Source: an optimization exercise on an open RTL-to-GDS flow (aim: small area, a short achievable clock period and few clock cycles per item). Production flows keep margins and buffers that such runs may drop.
At most, simulation tests tie the RTL to the original design; equivalence was not proved.

==> build 35: inputs <==
==> flow/design.v (excerpt) <==
module particle_update_step_unit (
  input  logic               clk,
  input  logic               rst_n,
  input  logic               in_valid,
  output logic               in_stall,
  input  logic signed [31:0] in_pos_x,
  input  logic signed [31:0] in_pos_y,
  input  logic signed [31:0] in_vel_x,
  input  logic signed [31:0] in_vel_y,
  input  logic signed [31:0] in_life_left,
  input  logic signed [31:0] in_gravity_amount,
  input  logic        [15:0] in_gravity_angle,
  input  logic               in_last_of_list,
  output logic               out_valid,
  input  logic               out_stall,
  output logic               out_keep,
  output logic        [12:0] out_slot,
  output logic signed [31:0] out_new_x,
  output logic signed [31:0] out_new_y,
  output logic signed [31:0] out_new_vel_x,
  output logic signed [31:0] out_new_vel_y,
  output logic signed [31:0] out_new_life,
  output logic               out_end_of_list
);
export LEC_CHECK = 0
export CAP_MARGIN = 20
export CORE_MARGIN = 2
export CORE_UTILIZATION = 40
export SLEW_MARGIN = 20
export SYNTH_MEMORY_MAX_BITS = 16384
create_clock -name core_clock -period 16.0 [get_ports {clk}]
standard.sh (not shown) runs the stock make flow with config.mk's settings and CLKGATE_MAP_FILE= SYNTH_SCRIPT=/design/flow/synth_recipe.tcl, a recipe that flattens the netlist after the stock synthesis.
==> flow/flow/run.sh <==
#!/bin/bash
# Standard ORFS layout (the standard.sh, unchanged synthesis and steps),
# with repair_timing aiming for setup slack of 10 ns at the design's
# period instead of 0, so that the layout's achieved period is pushed down.
set -euo pipefail
bash standard.sh SETUP_SLACK_MARGIN=10 finish > make_finish.log 2>&1
==> inputs of build 93, as changes to build 35 <==
--- a/flow/design.v
+++ b/flow/design.v
@@ -154,30 +154,78 @@
   output logic signed [31:0] out_new_x,
   output logic signed [31:0] out_new_y,
   output logic signed [31:0] out_new_vel_x,
   output logic signed [31:0] out_new_vel_y,
   output logic signed [31:0] out_new_life,
   output logic               out_end_of_list
 );
-  logic        [7:0]  tab_m;
+  function automatic logic [29:0] booth8_enc(input logic [16:0] m,
+                                             input logic        neg);
+    logic [19:0] mm;
+    logic [2:0]  t;
+    logic [23:0] sel;
+    logic [5:0]  ng;
+    mm = {2'b00, m, 1'b0};
+    for (int i = 0; i < 6; i++) begin
+      t = mm[3*i +: 3] ^ {3{mm[3*i+3]}};
+      sel[4*i]   = !t[2] && (t[1] ^ t[0]);
+      sel[4*i+1] = (!t[2] && t[1] && t[0]) || (t[2] && !t[1] && !t[0]);
+      sel[4*i+2] = t[2] && (t[1] ^ t[0]);
+      sel[4*i+3] = t[2] && t[1] && t[0];
+      ng[i] = mm[3*i+3] ^ neg;
+    end
+    booth8_enc = {ng, sel};
+  endfunction
+  function automatic logic [49:0] booth8_macc(input logic [31:0] a,
+                                              input logic [33:0] a3,
+                                              input logic [29:0] bd,
+                                              input logic [31:0] v,
+                                              input logic [15:0] c);
+    logic [34:0] m1, m2, m3, m4, b;
+    logic [49:0] acc, k;
+    m1  = {{3{a[31]}}, a};
+    m2  = {{2{a[31]}}, a, 1'b0};
+    m3  = {a3[33], a3};
+    m4  = {a[31], a, 2'b00};
+    acc = {~v[31], v[30:0], 16'd0} + 50'(c);
+    k   = 50'd1 << 47;
+    for (int i = 0; i < 6; i++) begin
+      b   = ({35{bd[4*i]}} & m1) | ({35{bd[4*i+1]}} & m2)
+          | ({35{bd[4*i+2]}} & m3) | ({35{bd[4*i+3]}} & m4);
+      b   = b ^ {35{bd[24+i]}};
+      acc = acc + (50'({~b[34], b[33:0]}) << (3*i)) + (50'(bd[24+i]) << (3*i));
+      k   = k + (50'd1 << (34 + 3*i));
+    end
+    booth8_macc = acc - k;
+  endfunction
+  logic        [7:0]  tab_f, tab_m;
   logic               tab_sw;
   logic        [33:0] tab_q;
   logic        [16:0] cos_in, sin_in;
+  logic signed [33:0] amt3_in;
   always_comb begin
-    tab_m  = 8'(({1'b0, (in_gravity_angle[13] ? ~in_gravity_angle[12:5]
-                                               :  in_gravity_angle[12:5])} + 9'd1) >> 1);
+    tab_f  = in_gravity_angle[13] ? ~in_gravity_angle[12:5] : in_gravity_angle[12:5];
+    tab_m[0] = tab_f[1] ^ tab_f[0];
+    tab_m[1] = tab_f[2] ^ (&tab_f[1:0]);
+    tab_m[2] = tab_f[3] ^ (&tab_f[2:0]);
+    tab_m[3] = tab_f[4] ^ (&tab_f[3:0]);
+    tab_m[4] = tab_f[5] ^ (&tab_f[4:0]);
+    tab_m[5] = tab_f[6] ^ (&tab_f[5:0]);
+    tab_m[6] = tab_f[7] ^ (&tab_f[6:0]);
+    tab_m[7] = &tab_f[7:0];
     tab_sw = in_gravity_angle[13] ^ in_gravity_angle[14];
     tab_q  = pus_pkg::rom_pair(tab_m);
     sin_in = tab_sw ? tab_q[16:0]  : tab_q[33:17];
     cos_in = tab_sw ? tab_q[33:17] : tab_q[16:0];
+    amt3_in = 34'(in_gravity_amount) + (34'(in_gravity_amount) <<< 1);
   end
   logic               v1;
   logic signed [31:0] px1, py1, vx1, vy1, life1, amt1;
-  logic        [16:0] cmag1, smag1;
-  logic               cneg1, sneg1;
+  logic signed [33:0] amt31;
+  logic        [29:0] cbd1, sbd1;    
   logic               last1;
   logic               ov, sv;       
   logic               en_out;
   logic               move;         
   assign in_stall = v1 && sv;
   assign en_out   = !ov || !out_stall;
   assign move     = v1 && !sv;
@@ -192,65 +240,36 @@
     if (!in_stall) begin
       px1   <= in_pos_x;
       py1   <= in_pos_y;
       vx1   <= in_vel_x;
       vy1   <= in_vel_y;
       life1 <= in_life_left;
       amt1  <= in_gravity_amount;
-      cmag1 <= cos_in;
-      smag1 <= sin_in;
-      cneg1 <= in_gravity_angle[15] ^ in_gravity_angle[14];
-      sneg1 <= in_gravity_angle[15];
+      amt31 <= amt3_in;
+      cbd1  <= booth8_enc(cos_in, in_gravity_angle[15] ^ in_gravity_angle[14]);
+      sbd1  <= booth8_enc(sin_in, !in_gravity_angle[15]);
       last1 <= in_last_of_list;
     end
   end
-  function automatic logic [49:0] booth_macc(input logic [31:0] a,
-                                             input logic [16:0] m,
-                                             input logic        neg,
-                                             input logic [31:0] v,
-                                             input logic [15:0] c);
-    logic [19:0] mm;
-    logic [33:0] a1, a2, b;
-    logic        one, two, ng;
-    logic [49:0] acc, k;
-    mm  = {2'b00, m, 1'b0};
-    a1  = {{2{a[31]}}, a};
-    a2  = {a[31], a, 1'b0};
-    acc = {~v[31], v[30:0], 16'd0} + 50'(c);
-    k   = 50'd1 << 47;
-    for (int i = 0; i < 9; i++) begin
-      one = mm[2*i+1] ^ mm[2*i];
-      two = (mm[2*i+2] & ~mm[2*i+1] & ~mm[2*i]) | (~mm[2*i+2] & mm[2*i+1] & mm[2*i]);
-      ng  = mm[2*i+2] ^ neg;
-      b   = ({34{one}} & a1) | ({34{two}} & a2);
-      b   = b ^ {34{ng}};
-      acc = acc + (50'({~b[33], b[32:0]}) << (2*i)) + (50'(ng) << (2*i));
-      k   = k + (50'd1 << (33 + 2*i));
-    end
-    booth_macc = acc - k;
-  endfunction
   logic signed [32:0] life_d;
   logic signed [31:0] life_n;
   logic               keep;
   logic        [12:0] cnt;
-  logic               nx, ny;        
   logic signed [49:0] acc_x, acc_y;
   logic signed [33:0] rx, ry;
   logic signed [31:0] sx, sy;
   logic               r_keep, r_last;
   logic        [12:0] r_slot;
   logic signed [31:0] r_x, r_y, r_vx, r_vy, r_life;
   always_comb begin
     life_d = 33'(life1) - 33'sd65536;
     life_n = (life_d[32] != life_d[31]) ? 32'sh80000000 : life_d[31:0];
     keep   = (life1 > 32'sd65536);
-    nx = cneg1;
-    ny = !sneg1;
-    acc_x = booth_macc(amt1, cmag1, nx, vx1, 16'd32768);
-    acc_y = booth_macc(amt1, smag1, ny, vy1, 16'd32767);
+    acc_x = booth8_macc(amt1, amt31, cbd1, vx1, 16'd32768);
+    acc_y = booth8_macc(amt1, amt31, sbd1, vy1, 16'd32767);
     rx = acc_x[49:16];
     ry = acc_y[49:16];
     sx = (rx[33:31] == 3'b000 || rx[33:31] == 3'b111) ? rx[31:0]
        : (rx[33] ? 32'sh80000000 : 32'sh7FFFFFFF);
     sy = (ry[33:31] == 3'b000 || ry[33:31] == 3'b111) ? ry[31:0]
        : (ry[33] ? 32'sh80000000 : 32'sh7FFFFFFF);
     r_keep = keep;
==> flow/flow/run.sh (replaced) <==
#!/bin/bash
# Standard ORFS layout (the standard.sh, unchanged synthesis and steps),
# with repair_timing aiming for setup slack of 11 ns at the design's
# period instead of 0, so that the layout's achieved period is pushed down.
set -euo pipefail
bash standard.sh SETUP_SLACK_MARGIN=11 finish > make_finish.log 2>&1
==> inputs of trial 81, as changes to build 35 <==
==> flow/flow/run.sh (replaced) <==
#!/bin/bash
# Standard ORFS layout (the standard.sh, unchanged synthesis and steps),
# with repair_timing aiming for setup slack of 11.5 ns at the design's
# period instead of 0, so that the layout's achieved period is pushed down.
set -euo pipefail
bash standard.sh SETUP_SLACK_MARGIN=11.5 finish > make_finish.log 2>&1
==> qor.csv <==
stage,metric,value,unit
status,status,finished clean,
timing,final period utilization,46.3,%
yosys,Seq cells post-synth,595,
hold_path,HP Start,cnt[6],
timing,Relative slew margins,30.3,%
worst_setup_path,CP Data Arrival Time,7.79,ns
timing,WHS,0.483,ns
[end of results for build 35]
==> qor.csv <==
stage,metric,value,unit
hold_path,HP Start,k_y[24],
timing,final period utilization,41.1,%
status,status,finished clean,
clock_network,setup bufs post-CTS,383,
yosys,Seq cells post-synth,651,
worst_setup_path,CP Data Arrival Time,7.00,ns
timing,Relative slew margins,33.1,%
[end of results for build 93]
==> qor.csv <==
stage,metric,value,unit
hold_path,HP Start,cnt[6],
yosys,Seq cells post-synth,595,
worst_setup_path,CP Data Arrival Time,7.85,ns
status,status,finished clean,
timing,WHS,0.496,ns
timing,Relative slew margins,38.0,%
[end of results for trial 81]
No run of this note included a check of the RTL's function; only the layout flow was run.

* * *

==> run D <==
particle_update_step_unit, a different RTL version from the one above (not shown whole).
Settings: LEC_CHECK=0, CAP_MARGIN=20, CORE_MARGIN=2, CORE_UTILIZATION=70, PLACE_DENSITY=0.8, SLEW_MARGIN=20, SYNTH_MEMORY_MAX_BITS=16384; clock period 16.0 ns.
==> flow/flow/run.sh <==
#!/bin/bash
# Standard ORFS layout (the standard.sh, unchanged synthesis and steps),
# with repair_timing aiming for setup slack of 11.6 ns at the design's
# period instead of 0, so that the layout's achieved period is pushed down.
set -euo pipefail
bash standard.sh SETUP_SLACK_MARGIN=11.6 finish > make_finish.log 2>&1
==> inputs of run Z, as changes to run D <==
--- a/flow/design.v
+++ b/flow/design.v
@@ -1114,38 +1114,31 @@
   logic               ld0, ld1, ld2, en_out, adv2;
   assign en_out   = !ov || !out_stall;
   assign adv2     = v2 && !sv;
   assign ld2      = !v2 || !sv;
   assign ld1      = !v1 || ld2;
   assign ld0      = !v0 || ld1;
-  logic in_stall_r;
-  assign in_stall = in_stall_r;
-  always_ff @(posedge clk) begin
-    if (!rst_n) begin
-      in_stall_r <= 1'b0;
-    end else begin
-      in_stall_r <= (ld0 ? in_valid : v0) && (ld1 ? v0 : v1) && (ld2 ? v1 : v2)
-                    && (en_out ? 1'b0 : (sv || v2));
-    end
-  end
+  assign in_stall = !ld0;
   logic        [7:0]  tab_f, tab_m;
+  logic signed [32:0] life_d;
   always_comb begin
     tab_f = in_gravity_angle[13] ? ~in_gravity_angle[12:5] : in_gravity_angle[12:5];
     tab_m[0] = tab_f[1] ^ tab_f[0];
     tab_m[1] = tab_f[2] ^ (&tab_f[1:0]);
     tab_m[2] = tab_f[3] ^ (&tab_f[2:0]);
     tab_m[3] = tab_f[4] ^ (&tab_f[3:0]);
     tab_m[4] = tab_f[5] ^ (&tab_f[4:0]);
     tab_m[5] = tab_f[6] ^ (&tab_f[5:0]);
     tab_m[6] = tab_f[7] ^ (&tab_f[6:0]);
     tab_m[7] = &tab_f[7:0];
+    life_d = 33'(in_life_left) - 33'sd65536;
   end
   logic signed [31:0] px0, py0, vx0, vy0, life0, amt0;
   logic        [8:0]  h0;             
   logic        [15:0] l0;             
-  logic               sw0, cneg0, sneg0, last0;
+  logic               keep0, sw0, cneg0, sneg0, last0;
   always_ff @(posedge clk) begin
     if (!rst_n) begin
       v0 <= 1'b0;
     end else if (ld0) begin
       v0 <= in_valid;
     end
@@ -1153,28 +1146,27 @@
   always_ff @(posedge clk) begin
     if (ld0) begin
       px0   <= in_pos_x;
       py0   <= in_pos_y;
       vx0   <= in_vel_x;
       vy0   <= in_vel_y;
-      life0 <= in_life_left;
+      life0 <= (life_d[32] != life_d[31]) ? 32'sh80000000 : life_d[31:0];
+      keep0 <= (in_life_left > 32'sd65536);
       amt0  <= in_gravity_amount;
       for (int i = 0; i < 9; i++)  h0[i] <= (tab_m[7:4] == 4'(i));
       for (int i = 0; i < 16; i++) l0[i] <= (tab_m[3:0] == 4'(i));
       sw0   <= in_gravity_angle[13] ^ in_gravity_angle[14];
       cneg0 <= in_gravity_angle[15] ^ in_gravity_angle[14];
       sneg0 <= in_gravity_angle[15];
       last0 <= in_last_of_list;
     end
   end
   logic        [33:0] tab_q;
-  logic signed [32:0] life_d;
   logic        [16:0] cmag, smag;
   always_comb begin
-    tab_q  = pus_pkg::rom_pair_dec(h0, l0);
-    life_d = 33'(life0) - 33'sd65536;
+    tab_q = pus_pkg::rom_pair_dec(h0, l0);
     smag  = sw0 ? tab_q[16:0]  : tab_q[33:17];
     cmag  = sw0 ? tab_q[33:17] : tab_q[16:0];
   end
   logic signed [31:0] x1, y1, vx1, vy1, life1, amt1;
   logic signed [33:0] amt31;
   logic        [29:0] cbd1, sbd1;    
@@ -1189,14 +1181,14 @@
   always_ff @(posedge clk) begin
     if (ld1) begin
       x1    <= px0 + vx0;
       y1    <= py0 + vy0;
       vx1   <= vx0;
       vy1   <= vy0;
-      life1 <= (life_d[32] != life_d[31]) ? 32'sh80000000 : life_d[31:0];
-      keep1 <= (life0 > 32'sd65536);
+      life1 <= life0;
+      keep1 <= keep0;
       amt1  <= amt0;
       amt31 <= 34'(amt0) + (34'(amt0) <<< 1);
       cbd1  <= booth8_enc(cmag, cneg0);
       sbd1  <= booth8_enc(smag, !sneg0);
       last1 <= last0;
     end
==> flow/flow/run.sh (replaced) <==
#!/bin/bash
# Standard ORFS layout (the standard.sh, unchanged synthesis and steps),
# with repair_timing aiming for setup slack of 11.5 ns at the design's
# period instead of 0, so that the layout's achieved period is pushed down.
set -euo pipefail
bash standard.sh SETUP_SLACK_MARGIN=11.5 finish > make_finish.log 2>&1
CORE_UTILIZATION = 60   (was 70)
PLACE_DENSITY = 0.72   (was 0.8)
==> inputs of run P, as changes to run D <==
--- a/flow/design.v
+++ b/flow/design.v
@@ -1114,38 +1114,31 @@
   logic               ld0, ld1, ld2, en_out, adv2;
   assign en_out   = !ov || !out_stall;
   assign adv2     = v2 && !sv;
   assign ld2      = !v2 || !sv;
   assign ld1      = !v1 || ld2;
   assign ld0      = !v0 || ld1;
-  logic in_stall_r;
-  assign in_stall = in_stall_r;
-  always_ff @(posedge clk) begin
-    if (!rst_n) begin
-      in_stall_r <= 1'b0;
-    end else begin
-      in_stall_r <= (ld0 ? in_valid : v0) && (ld1 ? v0 : v1) && (ld2 ? v1 : v2)
-                    && (en_out ? 1'b0 : (sv || v2));
-    end
-  end
+  assign in_stall = !ld0;
   logic        [7:0]  tab_f, tab_m;
+  logic signed [32:0] life_d;
   always_comb begin
     tab_f = in_gravity_angle[13] ? ~in_gravity_angle[12:5] : in_gravity_angle[12:5];
     tab_m[0] = tab_f[1] ^ tab_f[0];
     tab_m[1] = tab_f[2] ^ (&tab_f[1:0]);
     tab_m[2] = tab_f[3] ^ (&tab_f[2:0]);
     tab_m[3] = tab_f[4] ^ (&tab_f[3:0]);
     tab_m[4] = tab_f[5] ^ (&tab_f[4:0]);
     tab_m[5] = tab_f[6] ^ (&tab_f[5:0]);
     tab_m[6] = tab_f[7] ^ (&tab_f[6:0]);
     tab_m[7] = &tab_f[7:0];
+    life_d = 33'(in_life_left) - 33'sd65536;
   end
   logic signed [31:0] px0, py0, vx0, vy0, life0, amt0;
   logic        [8:0]  h0;             
   logic        [15:0] l0;             
-  logic               sw0, cneg0, sneg0, last0;
+  logic               keep0, sw0, cneg0, sneg0, last0;
   always_ff @(posedge clk) begin
     if (!rst_n) begin
       v0 <= 1'b0;
     end else if (ld0) begin
       v0 <= in_valid;
     end
@@ -1153,28 +1146,27 @@
   always_ff @(posedge clk) begin
     if (ld0) begin
       px0   <= in_pos_x;
       py0   <= in_pos_y;
       vx0   <= in_vel_x;
       vy0   <= in_vel_y;
-      life0 <= in_life_left;
+      life0 <= (life_d[32] != life_d[31]) ? 32'sh80000000 : life_d[31:0];
+      keep0 <= (in_life_left > 32'sd65536);
       amt0  <= in_gravity_amount;
       for (int i = 0; i < 9; i++)  h0[i] <= (tab_m[7:4] == 4'(i));
       for (int i = 0; i < 16; i++) l0[i] <= (tab_m[3:0] == 4'(i));
       sw0   <= in_gravity_angle[13] ^ in_gravity_angle[14];
       cneg0 <= in_gravity_angle[15] ^ in_gravity_angle[14];
       sneg0 <= in_gravity_angle[15];
       last0 <= in_last_of_list;
     end
   end
   logic        [33:0] tab_q;
-  logic signed [32:0] life_d;
   logic        [16:0] cmag, smag;
   always_comb begin
-    tab_q  = pus_pkg::rom_pair_dec(h0, l0);
-    life_d = 33'(life0) - 33'sd65536;
+    tab_q = pus_pkg::rom_pair_dec(h0, l0);
     smag  = sw0 ? tab_q[16:0]  : tab_q[33:17];
     cmag  = sw0 ? tab_q[33:17] : tab_q[16:0];
   end
   logic signed [31:0] x1, y1, vx1, vy1, life1, amt1;
   logic signed [33:0] amt31;
   logic        [29:0] cbd1, sbd1;    
@@ -1189,32 +1181,28 @@
   always_ff @(posedge clk) begin
     if (ld1) begin
       x1    <= px0 + vx0;
       y1    <= py0 + vy0;
       vx1   <= vx0;
       vy1   <= vy0;
-      life1 <= (life_d[32] != life_d[31]) ? 32'sh80000000 : life_d[31:0];
-      keep1 <= (life0 > 32'sd65536);
+      life1 <= life0;
+      keep1 <= keep0;
       amt1  <= amt0;
       amt31 <= 34'(amt0) + (34'(amt0) <<< 1);
       cbd1  <= booth8_enc(cmag, cneg0);
       sbd1  <= booth8_enc(smag, !sneg0);
       last1 <= last0;
     end
   end
   logic        [99:0] cs_x, cs_y;
   logic signed [31:0] x2, y2, life2;
-  logic        [16:0] low_x, low_y;
-  logic        [33:0] xs2, xc2, ys2, yc2;   
-  logic               xci2, yci2;           
+  logic        [49:0] xs2, xc2, ys2, yc2;   
   logic               keep2, last2;
   always_comb begin
     cs_x  = pus_pkg::mac_x(amt1, amt31, cbd1, vx1);
     cs_y  = pus_pkg::mac_y(amt1, amt31, sbd1, vy1);
-    low_x = {1'b0, cs_x[15:0]} + {1'b0, cs_x[65:50]};
-    low_y = {1'b0, cs_y[15:0]} + {1'b0, cs_y[65:50]};
   end
   always_ff @(posedge clk) begin
     if (!rst_n) begin
       v2 <= 1'b0;
     end else if (ld2) begin
       v2 <= v1;
@@ -1224,29 +1212,30 @@
     if (ld2) begin
       x2    <= x1;
       y2    <= y1;
       life2 <= life1;
       keep2 <= keep1;
       last2 <= last1;
-      xs2   <= cs_x[49:16];
-      xc2   <= cs_x[99:66];
-      xci2  <= low_x[16];
-      ys2   <= cs_y[49:16];
-      yc2   <= cs_y[99:66];
-      yci2  <= low_y[16];
+      xs2   <= cs_x[49:0];
+      xc2   <= cs_x[99:50];
+      ys2   <= cs_y[49:0];
+      yc2   <= cs_y[99:50];
     end
   end
   logic        [12:0] cnt;
+  logic        [49:0] ax, ay;
   logic signed [33:0] rx, ry;
   logic signed [31:0] sx, sy;
   logic               r_keep, r_last;
   logic        [12:0] r_slot;
   logic signed [31:0] r_x, r_y, r_vx, r_vy, r_life;
   always_comb begin
-    rx = xs2 + xc2 + 34'(xci2);
-    ry = ys2 + yc2 + 34'(yci2);
+    ax = xs2 + xc2;
+    ay = ys2 + yc2;
+    rx = ax[49:16];
+    ry = ay[49:16];
     sx = (rx[33:31] == 3'b000 || rx[33:31] == 3'b111) ? rx[31:0]
        : (rx[33] ? 32'sh80000000 : 32'sh7FFFFFFF);
     sy = (ry[33:31] == 3'b000 || ry[33:31] == 3'b111) ? ry[31:0]
        : (ry[33] ? 32'sh80000000 : 32'sh7FFFFFFF);
     r_keep = keep2;
     r_last = last2;
@@ -1293,13 +1282,13 @@
         o_keep <= r_keep; o_slot <= r_slot; o_x <= r_x; o_y <= r_y;
         o_vx <= r_vx; o_vy <= r_vy; o_life <= r_life; o_last <= r_last;
       end
     end
   end
   always_ff @(posedge clk) begin
-    if (!sv) begin
+    if (!en_out && !sv) begin
       k_keep <= r_keep; k_slot <= r_slot; k_x <= r_x; k_y <= r_y;
       k_vx <= r_vx; k_vy <= r_vy; k_life <= r_life; k_last <= r_last;
     end
   end
   assign out_valid       = ov;
   assign out_keep        = o_keep;
==> flow/flow/run.sh (replaced) <==
#!/bin/bash
# Standard ORFS layout (the standard.sh, unchanged synthesis and steps),
# with repair_timing aiming for setup slack of 11 ns at the design's
# period instead of 0, so that the layout's achieved period is pushed down.
set -euo pipefail
bash standard.sh SETUP_SLACK_MARGIN=11 finish > make_finish.log 2>&1
CORE_UTILIZATION = 40   (was 70)
PLACE_DENSITY = not set   (was 0.8)
==> inputs of run B, as changes to run D <==
CORE_UTILIZATION = 60   (was 70)
PLACE_DENSITY = 0.72   (was 0.8)
==> summary of the runs <==
- Run D ran to the end with no violations. Run Z went through all stages and came out clean. Run B went through all stages and came out clean. Run P ran to the end with no violations.
- Routed wire length: run B < run Z < run P < run D.
- The lowest sequential share of layout area belongs to run D, the highest to run P.
- Between run P and run B, the lower cell count is in run B (gap 15%, measured against run B).
- Between run P and run B, the lower count of clock-buffer cells in the layout is in run B (gap 28).
- The lowest non-clock buffer count belongs to run P, the highest to run Z.
- In area after synthesis, run B and run D do not differ.
- Hold slack: run B < run D < run Z < run P.
- In sequential cell count, run D and run Z do not differ.
==> figures <==
| metric | run D | run P | run B | run Z |
|---|---|---|---|---|
| Worst slew margin | 12.9% | 22.5% | 27.8% | 11.9% |
| Placed Cells | 7,119 | 8,440 | 7,349 | 7,229 |
| Slew @ Worst Pin | 1.30 ns | 1.13 ns | 1.08 ns | 1.32 ns |
| Outcome | finished clean | finished clean | finished clean | finished clean |
| Die area | 0.0995 mm² | 0.184 mm² | 0.116 mm² | 0.115 mm² |
| Average vias per placed instance | 7.17 | 5.90 | 6.58 | 6.65 |
| Area occupied by multi-input gates | 0.0331 mm² | 0.0339 mm² | 0.0331 mm² | 0.0327 mm² |
| Origin of the worst min-delay path | y1[31] | y1[21] | y1[30] | life1[19] |
| Layout clock buffers | 126 | 171 | 143 | 154 |
| Area fraction of the dominant cell type after synthesis | 40.5% | 47.8% | 40.5% | 41.0% |
| Sequential cell area share | 41.2% | 42.2% | 41.2% | 41.3% |
| CP Capture Type | primary output | primary output | primary output | flop |
| Nature of the critical path startpoint | flop | flop | flop | primary input |
| Launch point of the critical path | o_y[3] | o_x[15] | o_y[19] | in_life_left[19] |
| Number of post-CTS setup repair buffers | 18 | 7 | 7 | 12 |
| Met1 usage in global routing | 52.8% | 31.4% | 44.6% | 47.3% |
| Register clock-pin slew on the reported worst setup and hold paths | 0.08 ns | 0.06 ns | 0.06 ns | 0.06 ns |
Testbench counts of run D, summed over its fixed seeds: cycles 24,032, items 24,000.
Testbench counts of run B, summed over its fixed seeds: cycles 24,032, items 24,000.
The RTL of run Z and run P was laid out without a check of its function.

[re-timing with driven ports]
In the flow no input, the clock included, has a driving cell. The finished layouts below were timed again as built, in two steps. Step 1: set_driving_cell puts a clkbuf_16 on clk and a buf_2 on each other input, an assumption about the parent block. Step 2 moves the port delays by t, midway between the first and last clock arrival at a register: inputs arrive t later, outputs are due t later. That takes back most of the time a late clock gives input paths. a / b / c = ideal ports / drivers / drivers and shift; a / b = the first two.
run	t (ns)	setup slack, ns	worst setup path at the end
build 35	0.764	8.599 / 8.599 / 8.599	register to register
build 93	0.756	9.428 / 9.428 / 8.917	input to register
trial 81	0.758	8.568 / 8.568 / 8.568	register to register
run D	0.786	11.372 / 11.293 / 10.893	input to register
run Z	0.768	11.233 / 11.198 / 10.503	input to register
run P	0.859	11.059 / 10.985 / 10.287	input to register
run B	0.781	11.403 / 11.326 / 10.964	input to register
After both steps setup and hold are still met in every run listed. The setup slack of run P, which loses most, moves by -0.074 ns with the drivers and by -0.772 ns with both steps.
